Source: an optimization exercise on an open RTL-to-GDS flow (aim: small area). Production flows keep margins and buffers that such runs may drop.
The RTL was checked by simulation tests, not by an equivalence proof against the original design.
Power and IR drop assume default switching activity.

==> flow/design.v <==
module matrix_stream_loader (
  input  logic          clk,
  input  logic          rst,
  input  logic          cfg_valid,
  input  logic [2:0]    rows,
  input  logic [2:0]    cols,
  output logic          cfg_err,
  input  logic          in_valid,
  input  logic [31:0]   in_data,
  output logic          in_ready,
  output logic [1151:0] Aout,
  output logic          start,
  input  logic          done,
  output logic          busy,
  output logic [1:0]    dbg_state
);
  localparam logic [1:0] S_IDLE  = 2'd0;
  localparam logic [1:0] S_LOAD  = 2'd1;
  localparam logic [1:0] S_HOLD  = 2'd2;
  localparam logic [1:0] S_DRAIN = 2'd3;
  logic [1:0]    state_q;
  logic          cfg_err_q;
  logic [5:0]    idx_q;     
  logic [5:0]    n_q;       
  logic [1151:0] aout_q;
  logic idle, load, dims_ok, accept, is_last;
  assign idle    = (state_q == S_IDLE);
  assign load    = (state_q == S_LOAD);
  assign dims_ok = (rows != 3'd0) && (rows != 3'd7) &&
                   (cols != 3'd0) && (cols != 3'd7);
  assign accept  = load & in_valid;
  assign is_last = (idx_q + 6'd1 == n_q);    
  always_ff @(posedge clk or posedge rst) begin
    if (rst) begin
      state_q   <= S_IDLE;
      cfg_err_q <= 1'b0;
    end else begin
      cfg_err_q <= idle & cfg_valid & ~dims_ok;
      case (state_q)
        S_IDLE:  if (cfg_valid && dims_ok) state_q <= S_LOAD;
        S_LOAD:  if (in_valid && is_last)  state_q <= S_HOLD;
        S_HOLD:  if (done)                 state_q <= S_DRAIN;
        default: if (!done)                state_q <= S_IDLE;
      endcase
    end
  end
  always_ff @(posedge clk) begin
    if (idle) begin
      idx_q  <= 6'd0;
      n_q <= 6'(rows) * 6'(cols);
    end else if (accept) begin
      idx_q  <= idx_q + 6'd1;
    end
  end
  logic        keep;
  logic [35:0] sel;
  assign keep = ~idle;
  always_comb begin
    for (int k = 0; k < 36; k++)
      sel[k] = accept & (idx_q == 6'(k));
  end
  always_ff @(posedge clk) begin
    for (int k = 0; k < 36; k++)
      aout_q[32*k +: 32] <= (aout_q[32*k +: 32] & {32{keep}}) |
                            (in_data & {32{sel[k]}});
  end
  assign Aout      = aout_q;
  assign cfg_err   = cfg_err_q;
  assign dbg_state = state_q;
  assign in_ready  = load;
  assign busy      = ~idle;
  assign start     = (state_q == S_HOLD);
endmodule
Settings: LEC_CHECK=0, CAP_MARGIN=20, CORE_AREA=5 5 265 265, DIE_AREA=0 0 270 270, PLACE_DENSITY=0.85, SLEW_MARGIN=20; clock period 5.0 ns.
standard.sh (not shown) runs the stock make flow with config.mk's settings and CLKGATE_MAP_FILE= SYNTH_SCRIPT=/design/flow/synth_recipe.tcl, a recipe that flattens the netlist after the stock synthesis.
==> flow/flow/run.sh <==
#!/bin/bash
# Standard ORFS layout with these changes, which only affect cell area:
#  - port buffers are the smallest buffer (buf_1) instead of the default pick;
#  - pins may sit on adjacent routing tracks, so a smaller die fits them;
#  - after placement, a gate followed by a lone buffer is folded into one
#    stronger gate (flow/post_place.tcl);
#  - clock tree synthesis uses clkbuf_8 leaf buffers with larger sink
#    clusters and no dummy loads (flip-flop clock slew stays near 105 ps).
set -euo pipefail
export BUFFER_PORTS_ARGS="-buffer_cell sky130_fd_sc_hd__buf_1"
export PLACE_PINS_ARGS="-min_distance 1 -min_distance_in_tracks"
export CTS_ARGS="-sink_clustering_enable -repair_clock_nets -dont_use_dummy_load -buf_list {sky130_fd_sc_hd__clkbuf_8} -sink_clustering_size 17 -sink_clustering_max_diameter 60"
bash standard.sh place > standard_place.log 2>&1
P=$FLOW_HOME/platforms/sky130hd
RESULTS=$PWD/orfs/results/sky130hd/matrix_stream_loader/base PLATFORM_DIR=$P \
  PLATFORM_LIB=$P/lib/sky130_fd_sc_hd__tt_025C_1v80.lib \
  openroad -no_init -exit flow/post_place.tcl > post_place.log 2>&1
bash standard.sh finish > standard_finish.log 2>&1
==> flow/flow/collapse.tcl <==
# Collapse "gate -> buffer" pairs: when a buffer's input net is driven by a
# single logic gate that drives nothing else, remove the buffer and let the
# gate (sized up) drive the loads directly. Also fold a port buffer followed
# by a lone buffer into one port buffer.
proc cell_area {inst} { return [get_property [get_lib_cells */[get_property $inst ref_name]] area] }
proc total_area {} { set a 0; foreach i [get_cells *] { set m [get_property $i ref_name]; if {[string match "*tapvpwr*" $m]} continue; set a [expr $a + [cell_area $i]] }; return $a }
proc upsized {m} {
  # the _4 variant of a logic cell, if it exists and is not dont-use
  if {![regexp {^(sky130_fd_sc_hd__\w+)_(\d+)$} $m -> base d]} { return "" }
  foreach s {4} {
    if {$d >= $s} { return "" }
    set lc [get_lib_cells -quiet */${base}_$s]
    if {[llength $lc]} { return ${base}_$s }
  }
  return ""
}
puts "area before [total_area]"
set block [ord::get_db_block]
set removed 0; set resized 0
set todo {}
foreach inst [$block getInsts] {
  set m [[$inst getMaster] getName]
  if {![regexp {__(buf|clkbuf)_\d+$} $m]} continue
  if {[string match "input*" [$inst getName]] || [string match "output*" [$inst getName]]} continue
  set in [$inst findITerm A]
  set net [$in getNet]
  if {$net == "NULL"} continue
  if {[llength [$net getBTerms]]} continue
  set its [$net getITerms]
  if {[llength $its] > 40} continue
  set outnet [[$inst findITerm X] getNet]
  if {$outnet == "NULL" || [llength [$outnet getBTerms]]} continue
  set drv ""
  foreach it $its { if {[$it isOutputSignal]} { set drv [$it getInst] } }
  if {$drv == ""} continue
  set dm [[$drv getMaster] getName]
  if {[string match "*df*" $dm]} continue
  # a buffer driven by another (non-port) buffer is left alone
  if {[regexp {__(buf|clkbuf)_\d+$} $dm] && ![string match "input*" [$drv getName]]} continue
  lappend todo [list [$inst getName] [$drv getName] $dm [llength $its]]
}
foreach t $todo {
  lassign $t bname dname dm nits
  if {[$block findInst $bname] == "NULL" || [$block findInst $dname] == "NULL"} continue
  if {[regexp {__(buf|clkbuf)_\d+$} $dm] && [string match "input*" $dname]} {
    set new sky130_fd_sc_hd__buf_4
  } elseif {$nits <= 6} {
    set new [upsized $dm]
  } else {
    set new ""
  }
  if {$new == ""} { continue }
  puts "collapse $bname into $dname ($dm -> $new)"
  remove_buffers [get_cells $bname]
  replace_cell [get_cells $dname] $new
  incr removed; incr resized
}
puts "collapsed $removed buffers"
puts "area after [total_area]"
==> flow/flow/post_place.tcl <==
# Runs between ORFS's placement and clock tree synthesis: folds gate->buffer
# pairs into one stronger gate, fixes any slew/cap violation that leaves,
# legalizes, and writes the placement back for the rest of the flow.
set R $::env(RESULTS)
read_liberty $::env(PLATFORM_LIB)
read_db $R/3_place.odb
read_sdc $R/3_place.sdc
source $::env(PLATFORM_DIR)/setRC.tcl
set_dont_use [get_lib_cells {*__probe* *__lpflow*}]
estimate_parasitics -placement
source [file dirname [info script]]/collapse.tcl
repair_design -slew_margin 20 -cap_margin 20
detailed_placement
check_placement
estimate_parasitics -placement
report_check_types -max_slew -max_capacitance -violators
report_worst_slack -max
report_worst_slack -min
puts "area final [total_area]"
write_db $R/3_place.odb
Change:
Settings changed: PLACE_DENSITY 0.85 to 0.62.
Die area stays the same.
First-iteration DRC count fell by about 28%.
Sequential share of layout area barely changes.
Routed wire length rose by about 4.3%.
Power rose by 0.45%.
Design area barely changes.
Synthesized cell count does not change.
Change:
--- a/flow/flow/collapse.tcl
+++ b/flow/flow/collapse.tcl
@@ -36,11 +36,10 @@
   set dm [[$drv getMaster] getName]
   if {[string match "*df*" $dm]} continue
-  # a buffer driven by another (non-port) buffer is left alone
-  if {[regexp {__(buf|clkbuf)_\d+$} $dm] && ![string match "input*" [$drv getName]]} continue
-  lappend todo [list [$inst getName] [$drv getName] $dm [llength $its]]
+  lappend todo [list $inst $drv $dm [llength $its]]
 }
 foreach t $todo {
-  lassign $t bname dname dm nits
-  if {[$block findInst $bname] == "NULL" || [$block findInst $dname] == "NULL"} continue
+  lassign $t inst drv dm nits
+  set dname [$drv getName]
+  set bname [$inst getName]
   if {[regexp {__(buf|clkbuf)_\d+$} $dm] && [string match "input*" $dname]} {
     set new sky130_fd_sc_hd__buf_4
Settings changed: PLACE_DENSITY 0.62 to 0.72.
What happened: Worst setup slack degrades by 0.32 ns. Fmax falls by 8.7%. Clock skew came out higher by 0.016 ns. Clock power stays flat. Routed wire length is lower by 3.4%. Global-route usage drops by 1.3 points. Critical path depth is unchanged.
Change:
--- a/flow/flow/post_place.tcl
+++ b/flow/flow/post_place.tcl
@@ -10,5 +10,5 @@
 estimate_parasitics -placement
 source [file dirname [info script]]/collapse.tcl
-repair_design -slew_margin 20 -cap_margin 20
+repair_design -slew_margin 5 -cap_margin 5
 detailed_placement
 check_placement
Settings changed: CAP_MARGIN 20 to 5, SLEW_MARGIN 20 to 5.
After rerunning: Flip-flop and latch count is unchanged; routed wire length is about the same; synthesized cell count does not change; final area hardly moves; global-route usage barely changes; worst setup slack gets worse by 0.0041 ns.


matrix_stream_loader, a different RTL version from the one above (not shown whole).
Size: about 1,200 flip-flops, about 1,200 I/O pins.
// matrix_stream_loader
module matrix_stream_loader (
  input  logic          clk,
  input  logic          rst,
  input  logic          cfg_valid,
  input  logic [2:0]    rows,
  input  logic [2:0]    cols,
  output logic          cfg_err,
  input  logic          in_valid,
  input  logic [31:0]   in_data,
  output logic          in_ready,
  output logic [1151:0] Aout,
  output logic          start,
  input  logic          done,
  output logic          busy,
  output logic [1:0]    dbg_state
);
==> flow/config.mk <==
export PLATFORM = sky130hd
export DESIGN_NAME = matrix_stream_loader
export DESIGN_NICKNAME = matrix_stream_loader
export VERILOG_FILES = /design/flow/design.v
export SDC_FILE = /design/flow/constraint.sdc
export NUM_CORES = 4
export LEC_CHECK = 0
export CAP_MARGIN = 20
export CORE_AREA = 5 5 265 265
export DIE_AREA = 0 0 270 270
export PLACE_DENSITY = 0.72
export SLEW_MARGIN = 20
==> flow/constraint.sdc <==
create_clock -name core_clock -period 5.0 [get_ports {clk}]
set_input_delay 1.0000 -clock core_clock [delete_from_list [all_inputs] [get_ports {clk}]]
set_output_delay 1.0000 -clock core_clock [all_outputs]
set_load 0.01 [all_outputs]
==> flow/flow/run.sh <==
#!/bin/bash
# Standard ORFS layout with these changes that only affect cell area:
#  - port buffers are the smallest buffer (buf_1) instead of the default pick;
#  - clock tree synthesis uses no dummy loads;
#  - pins may sit on adjacent routing tracks, so a smaller die fits them.
set -euo pipefail
export BUFFER_PORTS_ARGS="-buffer_cell sky130_fd_sc_hd__buf_1"
export PLACE_PINS_ARGS="-min_distance 1 -min_distance_in_tracks"
export CTS_ARGS="-sink_clustering_enable -repair_clock_nets -dont_use_dummy_load -buf_list {${CTS_BUF_LIST:-sky130_fd_sc_hd__clkbuf_4 sky130_fd_sc_hd__clkbuf_8}}"
bash standard.sh finish > standard_flow.log 2>&1
The first run ran to the end with no violations.
Change:
==> flow/run.sh (new file) <==
#!/bin/bash
# synth_recipe.tcl (not shown) runs the flow's synth.tcl, then flattens the netlist and writes it again
# the make line also repeats each setting of config.mk as NAME=value (left out here)
make -C /OpenROAD-flow-scripts/flow DESIGN_CONFIG=/design/flow/config.mk WORK_HOME=/design/flow/orfs CLKGATE_MAP_FILE= SYNTH_SCRIPT=/design/flow/synth_recipe.tcl finish
- CORE_AREA: 5 5 265 265 -> 5 5 415 415
- DIE_AREA: 0 0 270 270 -> 0 0 420 420
- PLACE_DENSITY: 0.72 -> default
removed: flow/flow/run.sh
removed: flow/standard.sh
Outcome: The changed run completed without violations; worst setup slack got worse by 0.47 ns; global-route usage went down by 19 points; worst hold slack improved by 0.39 ns; clock skew fell by 0.059 ns.
Change:
==> flow/flow/run.sh (new file) <==
#!/bin/bash
# Standard ORFS layout with these changes, which only affect cell area:
#  - port buffers are the smallest buffer (buf_1) instead of the default pick;
#  - pins may sit on adjacent routing tracks, so a smaller die fits them;
#  - clock tree synthesis uses clkbuf_8 leaf buffers with larger sink
#    clusters and no dummy loads (flip-flop clock slew stays near 105 ps).
set -euo pipefail
export BUFFER_PORTS_ARGS="-buffer_cell sky130_fd_sc_hd__buf_1"
export PLACE_PINS_ARGS="-min_distance 1 -min_distance_in_tracks"
export CTS_ARGS="-sink_clustering_enable -repair_clock_nets -dont_use_dummy_load -buf_list {sky130_fd_sc_hd__clkbuf_8} -sink_clustering_size 17 -sink_clustering_max_diameter 60"
bash standard.sh finish > standard_flow.log 2>&1
==> flow/standard.sh (new file) <==
#!/bin/bash
# synth_recipe.tcl (not shown) runs the flow's synth.tcl, then flattens the netlist and writes it again
# the make line also repeats each setting of config.mk as NAME=value (left out here)
make -C /OpenROAD-flow-scripts/flow DESIGN_CONFIG=/design/flow/config.mk WORK_HOME=/design/flow/orfs CLKGATE_MAP_FILE= SYNTH_SCRIPT=/design/flow/synth_recipe.tcl "${@:-finish}"
- CORE_AREA: 5 5 415 415 -> 5 5 245 245
- DIE_AREA: 0 0 420 420 -> 0 0 250 250
- PLACE_DENSITY: default -> 0.82
removed: flow/run.sh
Global-route usage came out higher by 24 points.
Power came out lower by 24%.
Synthesized cell count does not change.
Fmax came out higher by 15%.
Die area came out lower by 65%.
Final area came out lower by 23%.
Setup slack gets better by 0.53 ns.
Count of clock-buffer cells in the layout came out lower by 102.
Register-to-register slack gets better by 0.16 ns.
Sequential power hardly moves.
Worst hold slack gets worse by 0.32 ns.
Change:
==> flow/flow/run.sh (replaced) <==
#!/bin/bash
# Standard ORFS layout with two changes that only affect cell area:
#  - port buffers are the smallest buffer (buf_1) instead of the default pick;
#  - clock tree synthesis uses no dummy loads.
set -euo pipefail
export BUFFER_PORTS_ARGS="-buffer_cell sky130_fd_sc_hd__buf_1"
export CTS_ARGS="-sink_clustering_enable -repair_clock_nets -dont_use_dummy_load -buf_list {${CTS_BUF_LIST:-sky130_fd_sc_hd__clkbuf_4 sky130_fd_sc_hd__clkbuf_8}}"
bash standard.sh finish > standard_flow.log 2>&1
- CORE_AREA: 5 5 245 245 -> 5 5 265 265
- DIE_AREA: 0 0 250 250 -> 0 0 270 270
- PLACE_DENSITY: 0.82 -> 0.72
What happened: Now the flow never finished: it broke off in I/O pin placement (3_2_place_iop). Area after synthesis stays the same. Synthesized cell count does not change.
Change:
==> flow/flow/run.sh (replaced) <==
#!/bin/bash
# Standard ORFS layout with these changes, which only affect cell area:
#  - port buffers are the smallest buffer (buf_1) instead of the default pick;
#  - pins may sit on adjacent routing tracks, so a smaller die fits them;
#  - clock tree synthesis uses clkbuf_8 leaf buffers with larger sink
#    clusters and no dummy loads (flip-flop clock slew stays near 105 ps).
set -euo pipefail
export BUFFER_PORTS_ARGS="-buffer_cell sky130_fd_sc_hd__buf_1"
export PLACE_PINS_ARGS="-min_distance 1 -min_distance_in_tracks"
export CTS_ARGS="-sink_clustering_enable -repair_clock_nets -dont_use_dummy_load -buf_list {sky130_fd_sc_hd__clkbuf_8} -sink_clustering_size 17 -sink_clustering_max_diameter 60"
bash standard.sh finish > standard_flow.log 2>&1
Outcome: This time the run passed the timing, design-rule and antenna checks; synthesized cell count is unchanged; synthesized area does not change.

==> static timing again, ports no longer ideal <==
How much do the figures lean on ideal ports? The routed layouts below were timed once more, with nothing changed but the port constraints. Step 1, drivers: a clkbuf_16 drives clk and a buf_2 each remaining input, both assumed. Step 2 adds t to the input delays and takes it off the output delays; t is the mean of the earliest and latest rising clock arrival at the registers after step 1. Input paths then give back, and output paths get back, about the clock's delay inside the block. a / b / c = ideal ports / drivers / drivers and shift; a / b = the first two.
| run | t, ns | setup slack, ns | pins driven straight from the clock port |
|---|---|---|---|
| the first run of note 1 | 0.727 | 1.248 / 1.185 / 1.543 | 1 |
| the second run of note 1 | 0.744 | 1.642 / 1.584 / 1.682 | 1 |
| the third run of note 1 | 0.751 | 1.324 / 1.263 / 1.727 | 1 |
| the fourth run of note 1 | 0.742 | 1.320 / 1.255 / 1.789 | 1 |
| the first run of note 2 | 0.830 | 1.392 / 1.330 / 1.772 | 1 |
| the second run of note 2 | 0.798 | 0.920 / 0.858 / 1.209 | 1 |
| the third run of note 2 | 0.737 | 1.448 / 1.389 / 1.722 | 1 |
| the fifth run of note 2 | 0.720 | 1.457 / 1.397 / 1.762 | 1 |
After both steps setup and hold are still met in every run listed.
